Source: an optimization exercise on an open RTL-to-GDS flow (aim: small area). Production flows keep margins and buffers that such runs may drop. The RTL was checked by simulation tests, not by an equivalence proof against the original design.

==> flow/design.v <==
package bus_proto_pkg;
  localparam int data_w = 32;
  localparam int addr_w = 32;
  typedef enum logic {
    single_read  = 1'b0,
    single_write = 1'b1
  } trans_kind_t;
  typedef enum logic {
    ok  = 1'b0,
    err = 1'b1
  } ack_t;
  localparam logic [1:0] st_idle     = 2'd0;  
  localparam logic [1:0] st_request  = 2'd1;  
  localparam logic [1:0] st_response = 2'd2;  
  localparam logic [1:0] st_reply    = 2'd3;  
endpackage
package bus_map_pkg;
  localparam int slave_count  = 4;
  localparam int window_words = 8;
  localparam int offset_w     = $clog2(window_words);
  localparam int sel_w        = $clog2(slave_count);
  localparam int high_w       = 32 - sel_w - offset_w;  
  localparam int reg_count = slave_count - 1;
  localparam int rom_sel   = slave_count - 1;
  localparam logic [8*reg_count-1:0] reg_latency = {8'd5, 8'd2, 8'd0};  
  typedef union packed {
    logic [31:0] raw;  
    struct packed {
      logic [high_w-1:0]   high;    
      logic [sel_w-1:0]    sel;     
      logic [offset_w-1:0] offset;  
    } win;
  } bus_addr_u;
endpackage
`timescale 1ns/1ps
import bus_proto_pkg::*;
import bus_map_pkg::*;
module bus_router (
  input  logic                                                      ck,
  input  logic                                                      rst,
  output logic                                                      master_in_notify,
  input  logic                                                      master_in_sync,
  input  bus_proto_pkg::trans_kind_t                                master_in_trans,
  input  bus_map_pkg::bus_addr_u                                    master_in_addr,
  input  logic [bus_proto_pkg::data_w-1:0]                          master_in_data,
  output logic                                                      master_out_notify,
  input  logic                                                      master_out_sync,
  output bus_proto_pkg::ack_t                                       master_out_ack,
  output logic [bus_proto_pkg::data_w-1:0]                          master_out_data,
  output logic [bus_map_pkg::slave_count-1:0]                       slave_req_notify,
  input  logic [bus_map_pkg::slave_count-1:0]                       slave_req_sync,
  output bus_proto_pkg::trans_kind_t                                slave_req_trans,
  output logic [bus_map_pkg::offset_w-1:0]                          slave_req_offset,
  output logic [bus_proto_pkg::data_w-1:0]                          slave_req_data,
  output logic [bus_map_pkg::slave_count-1:0]                       slave_resp_notify,
  input  logic [bus_map_pkg::slave_count-1:0]                       slave_resp_sync,
  input  logic [bus_map_pkg::slave_count-1:0]                       slave_resp_ack,
  input  logic [bus_map_pkg::slave_count-1:0][bus_proto_pkg::data_w-1:0] slave_resp_data
);
  logic [1:0]          state;
  logic [1:0]          state_nxt;
  logic [sel_w-1:0]    sel_q;
  bus_proto_pkg::trans_kind_t         trans_q;
  logic [offset_w-1:0] offset_q;
  logic [data_w-1:0]   wdata_q;
  bus_proto_pkg::ack_t                ack_q;
  logic [data_w-1:0]   rdata_q;
  logic                accept;
  logic                unmapped;
  logic                resp_done;
  assign accept    = master_in_notify && master_in_sync;
  assign unmapped  = |master_in_addr.win.high;
  assign resp_done = (state == st_response) && slave_resp_sync[sel_q];
  always_comb begin
    state_nxt = state;
    case (state)
      st_idle: begin
        if (master_in_sync) begin
          state_nxt = unmapped ? st_reply : st_request;  
        end
      end
      st_request: begin
        if (slave_req_sync[sel_q]) begin
          state_nxt = st_response;
        end
      end
      st_response: begin
        if (slave_resp_sync[sel_q]) begin
          state_nxt = st_reply;
        end
      end
      st_reply: begin
        if (master_out_sync) begin
          state_nxt = st_idle;
        end
      end
      default: state_nxt = st_idle;
    endcase
  end
  always_ff @(posedge ck or posedge rst) begin
    if (rst) begin
      state <= st_idle;
      sel_q <= '0;
    end else begin
      state <= state_nxt;
      if (accept) begin
        sel_q <= master_in_addr.win.sel;
      end
    end
  end
  always_ff @(posedge ck) begin
    if (accept) begin
      trans_q  <= master_in_trans;
      offset_q <= master_in_addr.win.offset;
      wdata_q  <= (master_in_trans == single_write) ? master_in_data : '0;
      ack_q    <= ok;
      rdata_q  <= '0;
    end else if (resp_done) begin
      ack_q   <= bus_proto_pkg::ack_t'(slave_resp_ack[sel_q]);
      rdata_q <= (trans_q == single_read) ? slave_resp_data[sel_q] : '0;
    end
  end
  assign master_in_notify  = (state == st_idle);
  assign master_out_notify = (state == st_reply);
  assign master_out_ack    = ack_q;
  assign master_out_data   = rdata_q;
  assign slave_req_trans  = trans_q;
  assign slave_req_offset = offset_q;
  assign slave_req_data   = wdata_q;
  always_comb begin
    slave_req_notify  = '0;
    slave_resp_notify = '0;
    if (state == st_request) begin
      slave_req_notify[sel_q] = 1'b1;
    end
    if (state == st_response) begin
      slave_resp_notify[sel_q] = 1'b1;
    end
  end
endmodule
`timescale 1ns/1ps
import bus_proto_pkg::*;
import bus_map_pkg::*;
module reg_slave #(
  parameter int latency = 0
) (
  input  logic                             ck,
  input  logic                             rst,
  input  logic                             req_notify,
  output logic                             req_sync,
  input  bus_proto_pkg::trans_kind_t       req_trans,
  input  logic [bus_map_pkg::offset_w-1:0] req_offset,
  input  logic [bus_proto_pkg::data_w-1:0] req_data,
  input  logic                             resp_notify,
  output logic                             resp_sync,
  output bus_proto_pkg::ack_t              resp_ack,
  output logic [bus_proto_pkg::data_w-1:0] resp_data
);
  localparam int cnt_w = (latency > 0) ? $clog2(latency + 1) : 1;
  logic [data_w-1:0] mem [window_words];
  logic              busy;
  logic [cnt_w-1:0]  cnt;
  logic [data_w-1:0] rdata_q;
  assign req_sync  = req_notify && !busy;  
  assign resp_sync = busy && (cnt == '0);
  assign resp_ack  = ok;
  assign resp_data = rdata_q;
  always_ff @(posedge ck or posedge rst) begin
    if (rst) begin
      busy <= 1'b0;
      cnt  <= '0;
      for (int i = 0; i < window_words; i++) begin
        mem[i] <= '0;
      end
    end else begin
      if (req_sync) begin
        busy <= 1'b1;
        cnt  <= cnt_w'(latency);
        if (req_trans == single_write) begin
          mem[req_offset] <= req_data;
        end
      end else if (resp_sync && resp_notify) begin
        busy <= 1'b0;
      end else if (busy && (cnt != '0)) begin
        cnt <= cnt - 1'b1;  
      end
    end
  end
  always_ff @(posedge ck) begin
    if (req_sync) begin
      rdata_q <= (req_trans == single_read) ? mem[req_offset] : '0;
    end
  end
endmodule
`timescale 1ns/1ps
import bus_proto_pkg::*;
module rom_slave (
  input  logic                             ck,
  input  logic                             rst,
  input  logic                             req_notify,
  output logic                             req_sync,
  input  bus_proto_pkg::trans_kind_t       req_trans,
  input  logic [bus_map_pkg::offset_w-1:0] req_offset,
  input  logic [bus_proto_pkg::data_w-1:0] req_data,
  input  logic                             resp_notify,
  output logic                             resp_sync,
  output bus_proto_pkg::ack_t              resp_ack,
  output logic [bus_proto_pkg::data_w-1:0] resp_data
);
  localparam logic [8*32-1:0] rom_words = {  
    32'h8000_0000,
    32'h7fff_ffff,
    32'ha5a5_5a5a,
    32'h0f0f_0f0f,
    32'hffff_0000,
    32'h89ab_cdef,
    32'h1234_5678,
    32'h0000_0001
  };
  logic              busy;
  bus_proto_pkg::ack_t ack_q;
  logic [data_w-1:0] rdata_q;
  logic [8*data_w-1:0] rom_flat;
  assign rom_flat  = rom_words;
  assign req_sync  = req_notify && !busy;
  assign resp_sync = busy;  
  assign resp_ack  = ack_q;
  assign resp_data = rdata_q;
  always_ff @(posedge ck or posedge rst) begin
    if (rst) begin
      busy <= 1'b0;
    end else if (req_sync) begin
      busy <= 1'b1;
    end else if (resp_sync && resp_notify) begin
      busy <= 1'b0;
    end
  end
  always_ff @(posedge ck) begin
    if (req_sync) begin
      ack_q   <= (req_trans == single_write) ? err : ok;
      rdata_q <= (req_trans == single_read) ? rom_flat[data_w*req_offset +: data_w] : '0;
    end
  end
endmodule
`timescale 1ns/1ps
import bus_proto_pkg::*;
import bus_map_pkg::*;
module bus_subsystem (
  input  logic                             ck,
  input  logic                             rst,
  output logic                             master_in_notify,
  input  logic                             master_in_sync,
  input  logic                             master_in_trans,  
  input  logic [bus_proto_pkg::addr_w-1:0] master_in_addr,   
  input  logic [bus_proto_pkg::data_w-1:0] master_in_data,
  output logic                             master_out_notify,
  input  logic                             master_out_sync,
  output logic                             master_out_ack,   
  output logic [bus_proto_pkg::data_w-1:0] master_out_data
);
  logic [slave_count-1:0]             slave_req_notify;
  logic [slave_count-1:0]             slave_req_sync;
  bus_proto_pkg::trans_kind_t                        slave_req_trans;
  logic [offset_w-1:0]                slave_req_offset;
  logic [data_w-1:0]                  slave_req_data;
  logic [slave_count-1:0]             slave_resp_notify;
  logic [slave_count-1:0]             slave_resp_sync;
  logic [slave_count-1:0]             slave_resp_ack;
  logic [slave_count-1:0][data_w-1:0] slave_resp_data;
  bus_router router_i (
    .ck                (ck),
    .rst               (rst),
    .master_in_notify  (master_in_notify),
    .master_in_sync    (master_in_sync),
    .master_in_trans   (bus_proto_pkg::trans_kind_t'(master_in_trans)),
    .master_in_addr    (bus_map_pkg::bus_addr_u'(master_in_addr)),
    .master_in_data    (master_in_data),
    .master_out_notify (master_out_notify),
    .master_out_sync   (master_out_sync),
    .master_out_ack    (master_out_ack),
    .master_out_data   (master_out_data),
    .slave_req_notify  (slave_req_notify),
    .slave_req_sync    (slave_req_sync),
    .slave_req_trans   (slave_req_trans),
    .slave_req_offset  (slave_req_offset),
    .slave_req_data    (slave_req_data),
    .slave_resp_notify (slave_resp_notify),
    .slave_resp_sync   (slave_resp_sync),
    .slave_resp_ack    (slave_resp_ack),
    .slave_resp_data   (slave_resp_data)
  );
  for (genvar i = 0; i < reg_count; i++) begin : reg_win
    reg_slave #(
      .latency (int'(reg_latency[8*i +: 8]))
    ) reg_slave_i (
      .ck          (ck),
      .rst         (rst),
      .req_notify  (slave_req_notify[i]),
      .req_sync    (slave_req_sync[i]),
      .req_trans   (slave_req_trans),
      .req_offset  (slave_req_offset),
      .req_data    (slave_req_data),
      .resp_notify (slave_resp_notify[i]),
      .resp_sync   (slave_resp_sync[i]),
      .resp_ack    (slave_resp_ack[i]),
      .resp_data   (slave_resp_data[i])
    );
  end
  rom_slave rom_slave_i (
    .ck          (ck),
    .rst         (rst),
    .req_notify  (slave_req_notify[rom_sel]),
    .req_sync    (slave_req_sync[rom_sel]),
    .req_trans   (slave_req_trans),
    .req_offset  (slave_req_offset),
    .req_data    (slave_req_data),
    .resp_notify (slave_resp_notify[rom_sel]),
    .resp_sync   (slave_resp_sync[rom_sel]),
    .resp_ack    (slave_resp_ack[rom_sel]),
    .resp_data   (slave_resp_data[rom_sel])
  );
endmodule
==> flow/run.sh <==
#!/bin/bash
# synth_recipe.tcl (not shown) runs the flow's synth.tcl, then flattens the netlist and writes it again
# the make line also repeats each setting of config.mk as NAME=value (left out here)
make -C /OpenROAD-flow-scripts/flow DESIGN_CONFIG=/design/flow/config.mk WORK_HOME=/design/flow/orfs CLKGATE_MAP_FILE= SYNTH_SCRIPT=/design/flow/synth_recipe.tcl finish
==> flow/config.mk <==
export PLATFORM = sky130hd
export DESIGN_NAME = bus_subsystem
export DESIGN_NICKNAME = bus_subsystem
export VERILOG_FILES = /design/flow/design.v
export SDC_FILE = /design/flow/constraint.sdc
export NUM_CORES = 4
export LEC_CHECK = 0
export CAP_MARGIN = 20
export CORE_MARGIN = 2
export CORE_UTILIZATION = 40
export SLEW_MARGIN = 20
==> flow/constraint.sdc <==
create_clock -name core_clock -period 4.0 [get_ports {ck}]
set_input_delay 0.8000 -clock core_clock [delete_from_list [all_inputs] [get_ports {ck}]]
set_output_delay 0.8000 -clock core_clock [all_outputs]
set_load 0.01 [all_outputs]
==> run notes <==
[cells in the final DEF (no fill, tap or decap), types with 32 or more instances in the layout]
master	n
sky130_fd_sc_hd__mux2_2	794
sky130_fd_sc_hd__dfrtp_1	780
sky130_fd_sc_hd__edfxtp_1	155
sky130_fd_sc_hd__a22oi_1	126
sky130_fd_sc_hd__a21oi_1	113
sky130_fd_sc_hd__nand2_1	109
sky130_fd_sc_hd__clkbuf_16	103
sky130_fd_sc_hd__clkdlybuf4s50_1	103
sky130_fd_sc_hd__nor2_1	84
sky130_fd_sc_hd__nand3_1	80
sky130_fd_sc_hd__buf_4	66
sky130_fd_sc_hd__a221oi_1	61
sky130_fd_sc_hd__o21ai_0	59
sky130_fd_sc_hd__a211oi_1	53
sky130_fd_sc_hd__mux2_1	52
sky130_fd_sc_hd__a222oi_1	52
sky130_fd_sc_hd__buf_12	38
sky130_fd_sc_hd__and2_1	37
sky130_fd_sc_hd__mux4_2	34
sky130_fd_sc_hd__dfxtp_1	33
sky130_fd_sc_hd__nand4b_1	32
[sequential cells by signal, summed over array words and instances (netlist names), 2 cells and up]
name	flops
reg_win.reg_slave_i.mem	768
rom_slave_i.rdata_q	22
reg_win.reg_slave_i.cnt	6
router_i.state	2
router_i.wdata_q	32
reg_win.reg_slave_i.busy	3
router_i.rdata_q	32
router_i.offset_q	3
reg_win.reg_slave_i.rdata_q	96
router_i.sel_q	2
[worst max-delay path: cells and delay by family, from the launching register on]
| kind | cells | cell delay (ps) |
|---|---|---|
| fa+ha+maj | 1 | 240 |
| buf+inv | 2 | 560 |
| flops | 1 | 570 |
| compound gates | 1 | 690 |
| simple gates | 2 | 840 |
[metal layers]
| metal | vias to the layer above | wire [um] | GRT usage |
|---|---|---|---|
| met2 | 952 | 58720 | 0.3679 |
| met4 | 0 | 2815 | 0.05705 |
| met3 | 172 | 8518 | 0.03821 |
| met5 | - | 0 | 0 |
| li1 | 11610 | - | - |
| met1 | 14720 | 59590 | 0.3518 |
[stage by stage]
stage | util | hold slack, ps
6_report | 0.4629 | 473.8
4_1_cts | 0.4629 | 477.5
2_1_floorplan | - | 424.4
5_1_grt | 0.4629 | 494.4
3_3_place_gp | 0.4304 | 463.4
3_5_place_dp | 0.4304 | 469.0
[logic make-up (layout without fill, tap and decap cells)]
family | count (synthesis) | in the layout | share of synthesized area
buffers and inverters | 329 | 421 | 0.03693
and+or+nand+nor | 441 | 441 | 0.05359
DFF | 970 | 970 | 0.5824
muxes | 884 | 884 | 0.2418
xor gates and xnor gates | 1 | 1 | 0.0002050
AOI/OAI and AO/OA | 488 | 488 | 0.08129
adders and majority gates | 13 | 13 | 0.003807
[area by class of cell]
type                            instances  area (um2)
Clock inverter                         39       432.9
Fill cell                            9402       56690
Inverter                               26       101.3
Clock buffer                          149        3000
Sequential cell                       970       24890
Timing Repair Buffer                  207        2287
Tap cell                             1391        1740
Multi-Input combinational cell       1827       16420
[how the worst min path moves through the flow]
stage | start | endpoint | depth (start not counted)
after detailed placement | router_i.rdata_q[13] | router_i.rdata_q[13] | 2
final | router_i.rdata_q[13] | router_i.rdata_q[13] | 2
after CTS | router_i.rdata_q[13] | router_i.rdata_q[13] | 2
after floorplan | router_i.trans_q | rom_slave_i.ack_q | 0
after global placement | router_i.rdata_q[13] | router_i.rdata_q[13] | 2
after global routing | router_i.rdata_q[31] | router_i.rdata_q[31] | 2
[report_power, final]
group	internal [mW]	total, mW	switching [mW]
Clock	5.71	9.71	4.00
Sequential	12.2	13.6	1.45
Combinational	2.84	6.10	3.26
Total	20.7	29.4	8.71
==> results_dict.tcl <==
set metrics [dict create \
    run_status "no timing/DRC/antenna violations" \
    rsz0062_at_grt "no" \
    grt.overflow.total 0 \
    crit_path_max_fanout 54 \
    async_flop_share 0.8062 \
    synth_seq_area_share 0.5824 \
    gp_congestion 0.7797 \
    cp_startpoint_kind "flop" \
    place_hpwl_mm 74.65 \
    floorplan.die.height_um 330.8 \
    finalWorstPathRequiredPeriod_ps 3222 \
    setup_slack_ps 778.4 \
    worstHoldPathType "reg -> reg" \
    postCtsSetupBuffers 0 \
    register_to_register_path_depth 6 \
    vdd_drop_max_v 0.0004089 \
    rows 119 \
    synthDistinctLibCells 52 \
    fmaxAchievable_mhz 310.4 \
    worst_skew_pair.late_latency_ps 680 \
    synth.ff_latch_count 970 \
    place.detailed.instances 4421 \
    wl_per_cell_um 28.13 \
    top_level_ports 104 \
    critical_path_arrival_ps 3590 \
    cts.hold.buffers_added 0 \
    fin_skew_ps 29.82 \
    viasPerCell 5.958 \
    cts_sinks 970 \
    critPathMaxStageDelay_ps 790 \
    layout.nets 3214 \
    cts.path.max_buffers 3 \
    drt_wl_total_mm 129.7 \
    route.antenna.remaining_nets 0 \
    io_buffers 103 \
    chipWidth_um 330.8 \
    reg_to_reg_startpoint "router_i.offset_q[1]" \
    worst_slew_margin_rel 0.2542 \
    critical_path.reg2reg.endpoint "reg_win[2].reg_slave_i.rdata_q[10]" \
    crit_slowest_cell "sky130_fd_sc_hd__or3_4" \
    worst_slew_pin_slew_ps 1119 \
    crit_chain "inv_1 > ha_4 > or3_4 > buf_12 > nor2_1 > a2111oi_0" \
    vias 27460 \
    power_leakage_nw 21.70 \
    drt_iter0_markers 2841 \
    total_power_after_layout_mw 29.43 \
    synth_fp_nets 3208 \
    path_clk_slew_ps 60 \
    fin_tns_setup_ps 0 \
    final_min_period_over_clock_period 0.8054 \
    postSynthCellCount 3126 \
    yosys_warnings 8 \
    timing.final.max_slew_violations 0 \
    syn-cell-area_um2 42730 \
    grt_antenna_before_repair 2 \
    crit_type "reg -> reg" \
    worst_ep_required_time_ps 4370 \
    via_count_of_the_first_global_routing_pass 27350 \
    timing.critical_path.to "reg_win[2].reg_slave_i.rdata_q[10]" \
    finalSetupViolCount 0 \
    synth-edff-count 155 \
    global_route_wire_length_before_repair_mm 192.2 \
    cts_made_buffers 100 \
    placed_area_um2 45440 \
    worstSetupEndpointType "flop" \
    final_area_um2 48870 \
    synth.largest_area_cell "sky130_fd_sc_hd__dfrtp_1" \
    postSynth.topFlopCell "sky130_fd_sc_hd__dfrtp_1" \
    detail_route.first_pass.iterations 6 \
    synth_most_common_cell "sky130_fd_sc_hd__mux2_2" \
    worst_setup_path_startpoint "router_i.offset_q[1]" \
    drc 0 \
    synth.cells.most_frequent "sky130_fd_sc_hd__mux2_2, sky130_fd_sc_hd__dfrtp_1, sky130_fd_sc_hd__clkbuf_1" \
    cts_repair_resize_count 0 \
    proportion_of_layout_cells_with_a_drive_suffix_above_1 0.3555 \
    grt_usage 0.2384 \
    grt_max_degree 154 \
    finalHoldViolCount 0 \
    setup.reg_to_reg.worst_slack_ps 780 \
    clk_root_buffer_cell "sky130_fd_sc_hd__clkbuf_16" \
    max_cap_viol_count 0 \
    ctsHtreeMaxLevel 3 \
    synthTopCellsByArea "sky130_fd_sc_hd__dfrtp_1, sky130_fd_sc_hd__mux2_2, sky130_fd_sc_hd__edfxtp_1, sky130_fd_sc_hd__a22oi_1, sky130_fd_sc_hd__mux4_2" \
    post_syn_area_per_cell_um2 13.67 \
    syn2layout_area_growth_pct 14.37 \
    pre_cts_slack_ps 874.2 \
    floorplan.die_area_um2 109500 \
    initial_standard_cell_utilization_of_the_core 0.4048 \
    core_region_area_um2 105600 \
    antennaDiodeCount 0 \
    synthDominantCellAreaShare 0.4580 \
    power.density_nw_per_um2 602.2 \
    fin_cells 4609 \
    tritoncts "done" \
]

-- afterwards: timing with drivers on the ports --
Ports are ideal in the flow. The routed layout listed here was re-timed in OpenROAD. Step 1 (the two cells are an assumption about what drives the block):
set clk [get_ports {ck}]
set_driving_cell -lib_cell sky130_fd_sc_hd__clkbuf_16 $clk
set_driving_cell -lib_cell sky130_fd_sc_hd__buf_2 [delete_from_list [all_inputs] $clk]
Step 2 moves the port delays by t, midway between the first and last clock arrival at a register: inputs arrive t later, outputs are due t later. That takes back most of the time a late clock gives input paths. Three values: no drivers, after step 1, after step 2; two values: the first two.
t, ns: 0.740
setup WS [ns]: 0.778 / 0.778 / 0.778
hold WS [ns]: 0.474 / 0.446 / 0.474
slew at the worst register clock pin (ns): 0.07 / 0.07
worst slew at a driven data input, ns: 0.05
After both steps setup and hold are still met in this run. The setup slack of this run moves by 0.000 ns with the drivers and by 0.000 ns with both steps.
